This is an optimization exercise on Yosys and OpenROAD, whose aim is small area, not a production implementation. In this exercise RTL edits were held to simulation tests only and were not proved equivalent to the original. Power and IR drop assume default switching activity. The clock port is modelled as an ideal driver; clocking choices that lean on that would not hold on a real chip.

==> design.v <==
package parser_pkg;
	localparam int PARS_W       = 512;
	localparam int NUM_RULE     = 8;
	localparam int RULE_ADDR_W  = 3;
	localparam int PIPE_LATENCY = 5;
	typedef logic [7:0]        byte_off_t;
	typedef logic [6:0]        hdr_off_t;
	typedef logic [15:0]       field16_t;
	typedef logic [31:0]       action_t;
	typedef logic [PARS_W-1:0] pars_data_t;
	typedef struct packed {
		logic     valid;
		hdr_off_t off;
	} type_ctl_t;
	typedef struct packed {
		logic       calc;
		hdr_off_t   off;
		logic [7:0] mask;
		logic [7:0] val;
	} len_ctl_t;
	typedef struct packed {
		byte_off_t  pars_off;
		type_ctl_t  type_ctl;
		len_ctl_t   len_ctl;
		pars_data_t pars_data;
	} phv_t;
	typedef struct packed {
		logic     valid;
		field16_t key;
		field16_t mask;
		action_t  action;
	} rule_t;
	typedef rule_t [NUM_RULE-1:0] rule_arr_t;
	typedef struct packed {
		field16_t   type_fld;
		field16_t   len_fld;
		byte_off_t  pars_off;
		len_ctl_t   len_ctl;
		pars_data_t pars_data;
	} fields_t;
	typedef struct packed {
		byte_off_t  next_off;
		logic       hit;
		action_t    action;
		field16_t   type_fld;
		pars_data_t pars_data;
	} result_t;
endpackage
`timescale 1ns/100ps
module field_extract (
	input  parser_pkg::phv_t      phv_i,
	output logic [6:0]            type_at_o,
	output parser_pkg::byte_off_t len_add_o
);
	logic [63:0][7:0] b0;
	logic [8:0] t;
	logic [8:0] l1;
	logic [7:0] len_b;
	logic [7:0] len;
	logic [7:0] scaled;
	logic [7:0] add;
	parser_pkg::len_ctl_t lc;
	assign lc = phv_i.len_ctl;
	for (genvar k = 0; k < 64; k++) begin : g_bytes
		assign b0[k] = phv_i.pars_data[511-8*k -: 8];
	end
	assign t  = {1'b0, phv_i.pars_off} + {2'b00, phv_i.type_ctl.off};
	assign l1 = {1'b0, phv_i.pars_off} + {2'b00, lc.off} + 9'd1;
	assign type_at_o = (phv_i.type_ctl.valid && t[8:6] == 3'd0) ? {1'b0, t[5:0]} : 7'd64;
	logic [63:0] lsel;
	for (genvar j = 0; j < 64; j++) begin : g_dec
		assign lsel[j] = (l1 == j);
	end
	always_comb begin
		len_b = '0;
		for (int j = 0; j < 64; j++) begin
			len_b = len_b | ({8{lsel[j]}} & b0[j]);
		end
	end
	assign len    = len_b & lc.mask;
	assign scaled = len << lc.val[1:0];
	assign add    = lc.calc ? scaled : lc.val;
	assign len_add_o = add;
endmodule
`timescale 1ns/100ps
module rule_table (
	input  logic                               clk,
	input  logic                               reset,
	input  logic                               rule_wr_i,
	input  logic                               rule_rd_i,
	input  logic [parser_pkg::RULE_ADDR_W-1:0] rule_addr_i,
	input  parser_pkg::rule_t                  rule_data_i,
	output parser_pkg::rule_t                  rule_rdata_o,
	output logic                               rule_rvalid_o,
	output logic [parser_pkg::NUM_RULE*65-1:0] rules_o
);
	logic                               wr_q;
	logic                               wr_valid_q;
	logic [parser_pkg::RULE_ADDR_W-1:0] addr_q;
	parser_pkg::rule_t                  wdata_q;
	logic [parser_pkg::NUM_RULE-1:0] valid_q;
	parser_pkg::field16_t            key_q [parser_pkg::NUM_RULE];
	parser_pkg::field16_t            mask_q [parser_pkg::NUM_RULE];
	parser_pkg::action_t             act_q [parser_pkg::NUM_RULE];
	always_ff @(posedge clk) begin
		wr_q    <= rule_wr_i;
		addr_q  <= rule_addr_i;
		wdata_q <= rule_data_i;
	end
	always_ff @(posedge clk or negedge reset) begin
		if (!reset) begin
			wr_valid_q <= 1'b0;
		end else begin
			wr_valid_q <= rule_wr_i;
		end
	end
	always_ff @(posedge clk or negedge reset) begin
		if (!reset) begin
			valid_q <= '0;
		end else if (wr_valid_q) begin
			valid_q[addr_q] <= wdata_q.valid;
		end
	end
	always_ff @(posedge clk) begin
		if (wr_q) begin
			key_q[addr_q]  <= wdata_q.key;
			mask_q[addr_q] <= wdata_q.mask;
			act_q[addr_q]  <= wdata_q.action;
		end
	end
	for (genvar i = 0; i < parser_pkg::NUM_RULE; i++) begin : g_rules
		assign rules_o[65*i +: 65] = {valid_q[i], key_q[i], mask_q[i], act_q[i]};
	end
	always_comb begin
		rule_rdata_o = '0;
		for (int i = 0; i < parser_pkg::NUM_RULE; i++) begin
			rule_rdata_o = rule_rdata_o |
				({65{addr_q == i}} & rules_o[65*i +: 65]);
		end
	end
	always_ff @(posedge clk or negedge reset) begin
		if (!reset) begin
			rule_rvalid_o <= 1'b0;
		end else begin
			rule_rvalid_o <= rule_rd_i;
		end
	end
endmodule
`timescale 1ns/100ps
module type_lookup (
	input  parser_pkg::pars_data_t             data_i,
	input  logic [6:0]                         type_at_i,
	input  logic [parser_pkg::NUM_RULE*65-1:0] rules_i,
	output parser_pkg::field16_t               type_fld_o,
	output logic [parser_pkg::RULE_ADDR_W-1:0] idx_o,
	output logic                               hit_o
);
	logic [64:0][7:0] b0;
	logic [parser_pkg::NUM_RULE-1:0] hitv;
	for (genvar k = 0; k < 64; k++) begin : g_bytes
		assign b0[k] = data_i[511-8*k -: 8];
	end
	assign b0[64] = 8'h00;
	logic [7:0] ta, tb;
	logic [8:0][7:0] ts;
	for (genvar j = 0; j < 8; j++) begin : g_dec
		assign ta[j] = (type_at_i[6:3] == j);
		assign tb[j] = (type_at_i[2:0] == j);
	end
	always_comb begin
		ts = '0;
		for (int a = 0; a < 8; a++) begin
			for (int k = 0; k < 9; k++) begin
				ts[k] = ts[k] | ({8{ta[a]}} & b0[(8*a+k > 64) ? 64 : 8*a+k]);
			end
		end
		type_fld_o = '0;
		for (int k = 0; k < 8; k++) begin
			type_fld_o = type_fld_o | ({16{tb[k]}} & {ts[k], ts[k+1]});
		end
	end
	for (genvar i = 0; i < parser_pkg::NUM_RULE; i++) begin : g_rule
		assign hitv[i] = rules_i[65*i+64] &&
			((type_fld_o & rules_i[65*i+32 +: 16]) == rules_i[65*i+48 +: 16]);
	end
	always_comb begin
		idx_o = '0;
		for (int i = 0; i < parser_pkg::NUM_RULE; i++) begin
			if (hitv[i]) begin
				idx_o = i[parser_pkg::RULE_ADDR_W-1:0];
			end
		end
	end
	assign hit_o = |hitv;
endmodule
`timescale 1ns/100ps
module phv_assemble (
	input  logic [parser_pkg::RULE_ADDR_W-1:0] idx_i,
	input  logic                               hit_i,
	input  logic [parser_pkg::NUM_RULE*65-1:0] rules_i,
	output parser_pkg::action_t                action_o
);
	always_comb begin
		action_o = '0;
		for (int i = 0; i < parser_pkg::NUM_RULE; i++) begin
			action_o = action_o |
				({32{hit_i && idx_i == i}} & rules_i[65*i +: 32]);
		end
	end
endmodule
`timescale 1ns/100ps
module parser_stage (
	input  logic                               clk,
	input  logic                               reset,
	input  parser_pkg::phv_t                   phv_in_i,
	input  logic                               phv_in_valid_i,
	input  logic                               rule_wr_i,
	input  logic                               rule_rd_i,
	input  logic [parser_pkg::RULE_ADDR_W-1:0] rule_addr_i,
	input  parser_pkg::rule_t                  rule_data_i,
	output parser_pkg::result_t                phv_out_o,
	output logic                               phv_out_valid_o,
	output parser_pkg::rule_t                  rule_rdata_o,
	output logic                               rule_rvalid_o
);
	localparam int D = parser_pkg::PIPE_LATENCY;
	logic [parser_pkg::NUM_RULE*65-1:0] rules;
	logic [6:0]            type_at;
	parser_pkg::byte_off_t len_add;
	parser_pkg::byte_off_t off1_q, add1_q;
	logic [D:1]                   valid_q;
	parser_pkg::pars_data_t       data_q [1:D];
	parser_pkg::byte_off_t        noff_q [2:D];
	logic [6:0]                   tat_q  [1:3];
	logic [parser_pkg::RULE_ADDR_W-1:0] idx;
	logic                               hit;
	parser_pkg::field16_t               type_x, type4_q, type5_q;
	logic [parser_pkg::RULE_ADDR_W-1:0] idx4_q;
	logic                               hit4_q, hit5_q;
	parser_pkg::action_t                action;
	parser_pkg::action_t                act5_q;
	field_extract u_decode (
		.phv_i      (phv_in_i),
		.type_at_o  (type_at),
		.len_add_o  (len_add)
	);
	rule_table u_rules (
		.clk           (clk),
		.reset         (reset),
		.rule_wr_i     (rule_wr_i),
		.rule_rd_i     (rule_rd_i),
		.rule_addr_i   (rule_addr_i),
		.rule_data_i   (rule_data_i),
		.rule_rdata_o  (rule_rdata_o),
		.rule_rvalid_o (rule_rvalid_o),
		.rules_o       (rules)
	);
	always_ff @(posedge clk or negedge reset) begin
		if (!reset) begin
			valid_q <= '0;
		end else begin
			valid_q <= {valid_q[D-1:1], phv_in_valid_i};
		end
	end
	always_ff @(posedge clk) begin
		data_q[1] <= phv_in_i.pars_data;
		off1_q    <= phv_in_i.pars_off;
		add1_q    <= len_add;
		noff_q[2] <= off1_q + add1_q;
		tat_q[1]  <= type_at;
		for (int s = 2; s <= D; s++) begin
			data_q[s] <= data_q[s-1];
		end
		for (int s = 3; s <= D; s++) begin
			noff_q[s] <= noff_q[s-1];
		end
		tat_q[2]  <= tat_q[1];
		tat_q[3]  <= tat_q[2];
	end
	type_lookup u_execute (
		.data_i     (data_q[3]),
		.type_at_i  (tat_q[3]),
		.rules_i    (rules),
		.type_fld_o (type_x),
		.idx_o      (idx),
		.hit_o      (hit)
	);
	phv_assemble u_result (
		.idx_i    (idx4_q),
		.hit_i    (hit4_q),
		.rules_i  (rules),
		.action_o (action)
	);
	always_ff @(posedge clk) begin
		type4_q <= type_x;
		idx4_q  <= idx;
		hit4_q  <= hit;
		type5_q <= type4_q;
		hit5_q  <= hit4_q;
		act5_q  <= action;
	end
	assign phv_out_o       = {noff_q[D], hit5_q, act5_q, type5_q, data_q[D]};
	assign phv_out_valid_o = valid_q[D];
endmodule
==> flow/run.sh <==
#!/bin/bash
# Standard layout with three changes:
#  - synthesis maps the logic with an area-oriented ABC script
#    (flow/abc_area.script, used in place of ORFS's abc_speed.script;
#    every other ORFS script is used as is, from a copy of the folder);
#  - the port buffers are the smallest buffer;
#  - clock tree synthesis clusters more sinks per leaf buffer and adds
#    no dummy loads.
set -euo pipefail
here=$(pwd)
rm -rf "$here/orfs_scripts"
cp -r "$FLOW_HOME/scripts" "$here/orfs_scripts"
cp "$here/flow/abc_area.script" "$here/orfs_scripts/abc_speed.script"
export SCRIPTS_DIR="$here/orfs_scripts"
export BUFFER_PORTS_ARGS="-buffer_cell sky130_fd_sc_hd__buf_1"
export CTS_ARGS="-sink_clustering_enable -repair_clock_nets -dont_use_dummy_load -sink_clustering_size 30 -sink_clustering_max_diameter 100"
bash standard.sh > standard.log 2>&1
==> flow/abc_area.script <==
strash
&get -n
&fraig -x
&put
scorr
dc2
strash
&get -n
&dch -f
&nf -R 1000
&put
topo
stime -c
dnsize -c
==> standard.sh <==
#!/bin/bash
# synth_recipe.tcl (not shown) runs the flow's synth.tcl, then flattens the netlist and writes it again
# the make line also repeats each setting of config.mk as NAME=value (left out here)
make -C /OpenROAD-flow-scripts/flow DESIGN_CONFIG=/design/flow/config.mk WORK_HOME=/design/flow/orfs CLKGATE_MAP_FILE= SYNTH_SCRIPT=/design/flow/synth_recipe.tcl "${@:-finish}"
==> config.mk <==
export PLATFORM = sky130hd
export DESIGN_NAME = parser_stage
export DESIGN_NICKNAME = parser_stage
export VERILOG_FILES = /design/flow/design.v
export SDC_FILE = /design/flow/constraint.sdc
export NUM_CORES = 4
export LEC_CHECK = 0
export CAP_MARGIN = 10
export CORE_MARGIN = 2
export CORE_UTILIZATION = 60
export PLACE_DENSITY = 0.7
export SLEW_MARGIN = 10
==> constraint.sdc <==
create_clock -name core_clock -period 6.0 [get_ports {clk}]
set_input_delay 1.2000 -clock core_clock [delete_from_list [all_inputs] [get_ports {clk}]]
set_output_delay 1.2000 -clock core_clock [all_outputs]
set_load 0.01 [all_outputs]
==> results.txt <==
synthesized netlist by cell type (3+ instances only):
cell	instances
and3_1	37
a41oi_1	3
nand4_1	50
o2111ai_1	10
xor2_1	24
nor2_1	139
a2111oi_0	3
a22o_1	42
clkinv_1	33
a21oi_1	44
a222oi_1	426
a22oi_1	191
o21bai_1	4
nor3_1	27
nand2b_1	9
o221ai_1	13
a31oi_1	9
and2_0	4
dfrtp_1	15
ha_1	28
nand3_1	147
nor2b_1	8
nor3b_1	3
a21o_1	4
o31a_1	3
or4_1	8
fa_1	3
mux2_1	3
or3_1	4
a211oi_1	7
a221oi_1	62
dfxtp_1	2767
nand3b_1	3
o21ai_0	41
nor4_1	12
nand2_1	280
mux2i_1	4
xnor2_1	28
edfxtp_1	512
o22ai_1	42
state kept, by name, summed over array words and instances (netlist names), 16 cells and up:
register,count
tat_q,21
u_rules.act_q,256
type5_q,16
act5_q,32
u_rules.key_q,128
u_rules.wdata_q,65
noff_q,32
u_rules.mask_q,128
type4_q,16
data_q,2560
worst max-delay path, stage by stage, from the launching register on:
cell,delay [ns]
dfxtp_1,0.45
nand2b_1,0.39
nor2_4,0.24
buf_4,0.24
a22o_1,0.24
a221oi_1,0.32
and3_1,0.37
o22ai_1,0.13
nor4_1,0.96
buf_4,0.25
clkinv_1,0.17
buf_4,0.25
nand2_1,0.12
o22ai_1,0.22
a211oi_1,0.28
buf_4,0.16
o2111ai_1,0.12
nor4_1,0.25
buf_4,0.17
a21oi_1,0.03
o21ai_0,0.17
nand2_1,0.07
nand2_1,0.09
power groups by stage:
stage	clock network, mW	logic, mW	registers (mW)
3_5_place_dp	0	1.79	24.7
2_1_floorplan	0	0.435	24.4
4_1_cts	9.67	1.80	24.2
3_3_place_gp	0	1.81	24.7
5_1_grt	10.4	1.87	24.3
6_report	9.80	1.91	24.2
placed cells by master (no fill, tap or decap), types with 42 or more instances in the layout:
master,instances
dfxtp_1,2767
buf_1,1260
edfxtp_1,512
a222oi_1,426
nand2_1,280
a22oi_1,191
buf_4,162
nand3_1,147
clkbuf_16,120
diode_2,84
a221oi_1,62
nor2_1,55
nor2_2,54
nand4_1,50
a21oi_1,44
a22o_1,42
o22ai_1,42
timing repair:
| item | in CTS | in global routing |
|---|---|---|
| endpoints found under the setup margin | 0 | 1 |
| gates resized for setup | 0 | 1 |
| setup buffers | 0 | 0 |
| endpoints found under the hold margin | 0 | 0 |
kinds of logic (layout without fill, tap and decap cells):
logic type | Yosys count | count (layout) | synth area share [%]
multiplexers | 7 | 7 | 0.0885
XOR/XNOR | 52 | 52 | 0.546
other | 0 | 84 | 0
buffers and inverters | 34 | 1598 | 0.158
flip-flops | 3294 | 3294 | 85.3
AND/OR/NAND/NOR | 738 | 738 | 4.06
AO/OA/AOI/OAI | 910 | 910 | 9.35
adder cells (fa/ha/maj) | 31 | 31 | 0.492
worst max-delay path by stage:
| stage | startpoint | to | depth (start not counted) |
|---|---|---|---|
| global route | tat_q[3][5]$_DFF_P_ | idx4_q[0]$_SDFF_PP1_ | 22 |
| CTS | tat_q[3][5]$_DFF_P_ | idx4_q[0]$_SDFF_PP1_ | 22 |
| finish | tat_q[3][5]$_DFF_P_ | idx4_q[0]$_SDFF_PP1_ | 22 |
| floorplan | tat_q[3][3]$_DFF_P_ | hit4_q$_DFF_P_ | 15 |
| detailed placement | phv_in_i[544] | add1_q[3]$_DFF_P_ | 24 |
| global placement | phv_in_i[544] | add1_q[3]$_DFF_P_ | 24 |
per-layer routing:
metal | part of all wire, % | wire length (µm) | GRT usage [%] | vias up
met5 | 0.12 | 424 | 0.515 | -
met4 | 8.2 | 29900 | 33.8 | 52
met3 | 15 | 53400 | 18.3 | 1311
met2 | 43 | 159000 | 74.4 | 5594
met1 | 34 | 123000 | 61.2 | 28001
li1 | - | - | - | 22149
per-stage QoR:
step	hold slack (ns)	total power, mW
after floorplan	0.310	24.9
after global placement	0.310	26.5
after detailed placement	0.312	26.5
after CTS	0.213	35.7
after global routing	0.229	36.5
final	0.201	36.0
final cells by class:
type	instances	area (µm²)	area share, %
Multi-Input combinational cell	1738	12600	13.2
Inverter	33	124	0.129
Timing Repair Buffer	1445	6410	6.69
Sequential cell	3294	71100	74.3
Clock buffer	120	3000	3.14
Antenna cell	84	210	0.220
Tap cell	1794	2240	2.34
==> summary.md <==
| Metric | Value |
|---|---|
| Largest fanout on the critical path | `10` |
| Gate Count Post-Synth | `5066` |
| Global Route Usage Sum | `50.1%` |
| # placed instances | `8304` |
| Drt total wl | `366000 µm` |
| Core Box Area | `138000 µm²` |
| Worst-Margin Slew | `1.15 ns` |
| Portion of total power attributed to combinational logic | `5.3%` |
| Number of non-filler instances in the completed layout | `8508` |
| EDFF count, synth | `512` |
| Number of unique standard cell types used by synthesis | `51` |
| Switching part of the total | `23.3%` |
| Flop-to-flop setup slack | `0.20 ns` |
| Setup violators final | `0` |
| Library cell used as clock root buffer | `clkbuf_16` |
| Die width | `377 µm` |
| Final Core Density | `69.5%` |
| Number of optimization iterations in the first detailed-route pass | `17` |
| Starting density of the core | `60.6%` |
| Fraction of final layout cells sized beyond drive strength 1 | `6.11%` |
| Worst hold endpoint | `data_q[2][158]$_DFF_P_` |
| Worst path required time | `6.75 ns` |
| Yosys Warn Count | `11` |
| Final count of pins violating max slew | `0` |
| Final weighted congestion of routability-driven global placement | `1.11` |
| Maximum number of pins on one net before global-route repair | `66` |
| Cell type with the largest total area after synthesis | `dfxtp_1` |
| Hold buffer count at cts | `0` |
| Via count of the first global-routing pass | `51547` |
| Count of buffers inserted at the top-level ports | `1260` |
| Part of the total power dissipated in the clock network | `27.3%` |
| Internal | `27.6 mW` |
| Final clock period utilization by the worst path | `96.6%` |
| Max-Slew Margin vs Limit | `22.9%` |
| Number of standard-cell rows in the floorplan | `136` |
| FF+latch count, synth | `3294` |
| Crit Path Category | `reg -> reg` |
| Post-Layout Inst Area | `95700 µm²` |
| Highest Clock Rate | `172 MHz` |
| H-tree levels | `3` |
| Clock slew seen by the registers of the worst setup and hold paths | `0.12 ns` |
| Setup crit start kind | `register` |
| Setup repair after global routing missed its margin | `false` |
| Average cell area after synthesis | `16.5 µm²` |
| Count of pins on the block boundary | `1261` |
| Total negative setup slack | `0 ns` |
| Number of inserted filler cells in the final layout | `9083` |
| Seq pwr share | `67.4%` |
| Total standard cell area after synthesis | `83400 µm²` |
| Maximum clock insertion buffer count | `3` |
| Routed WL per cell | `43.0 µm` |
| NumNets Final | `7288` |
| Crit path capture type | `register` |
| Placed wire-length estimate | `286000 µm` |
| ANT nets after route | `0` |
| Source-to-sink clock delay at the later pin of the worst-skew pair | `0.86 ns` |
| Power per unit of standard cell area | `375 nW/µm²` |
| DRC marker count from the first detailed-route iteration | `12215` |
| Post-synth top area share | `66.4%` |
| Aggregate global routing overflow | `0` |
| Die H | `377 µm` |
| Dpl cell area | `92500 µm²` |
| Endpoint of the worst-slack reg-to-reg timing path | `idx4_q[0]$_SDFF_PP1_` |
| Classification of the worst-slack hold path | `reg -> reg` |
| Wire length of the first global-routing pass | `466000 µm` |
| Worst-case setup slack after placement | `-0.316 ns` |
| CTS tree | `done` |
| Antenna violations before repair | `115` |
| Via count | `57107` |
| Hold Path Origin | `data_q[1][158]$_DFF_P_` |
| # DRC | `0` |
| Most frequently used flop master after synthesis | `dfxtp_1` |
| Synth async-reset ratio | `0.455%` |
| Run status | `finished clean` |
| Post-detailed-route via-to-cell ratio | `6.71` |
| P_leak | `35.6 nW` |
| Hold path cells | `0` |
| Number of max-cap violations | `0` |
| Largest cells by area after synthesis | `dfxtp_1 (66%), edfxtp_1 (18%), a222oi_1 (5.1%)` |
| RR Startpoint | `tat_q[3][5]$_DFF_P_` |
| Arrival time at the worst endpoint | `6.54 ns` |
| Area Growth Syn to Fin | `14.8%` |
| TritonCTS Buffers | `120` |
| Clock sink total | `3294` |
| Worst Reg-to-Reg Cells | `22` |
| Time the final worst path needs with I/O delays and setup | `5.80 ns` |
| Worst IR Drop VDD | `0.000337 V` |
| Sequential cell area fraction in the yosys report | `85.3%` |
| Total Die Area | `142000 µm²` |
| Net switching power figure | `8.36 mW` |
| Clk_skew | `0.139 ns` |
| Smallest setup slack after layout | `0.201 ns` |
| Syn nets | `5722` |
| Number of hold-slack violations in the final timing report | `0` |

afterwards: timing with drivers on the ports:
How much do the figures lean on ideal ports? The routed layout below was timed once more, with nothing changed but the port constraints. Step 1 assumes that a clkbuf_16 drives the clock port and a buf_2 every other input. Step 2 times the ports against the registers' clock, not the clock port: input delays grow and output delays shrink by t, the midpoint of the rising clock arrivals with the driver on. a / b / c = ideal / step 1 / step 2; a / b = the first two.
t (ns): 0.890
setup slack, ns: 0.201 / 0.201 / -0.382
pins driven straight from the clock port: 1
Met with ideal ports but missed after step 2: setup timing in this run. The setup slack of this run moves by 0.000 ns with the drivers and by -0.583 ns with both steps.
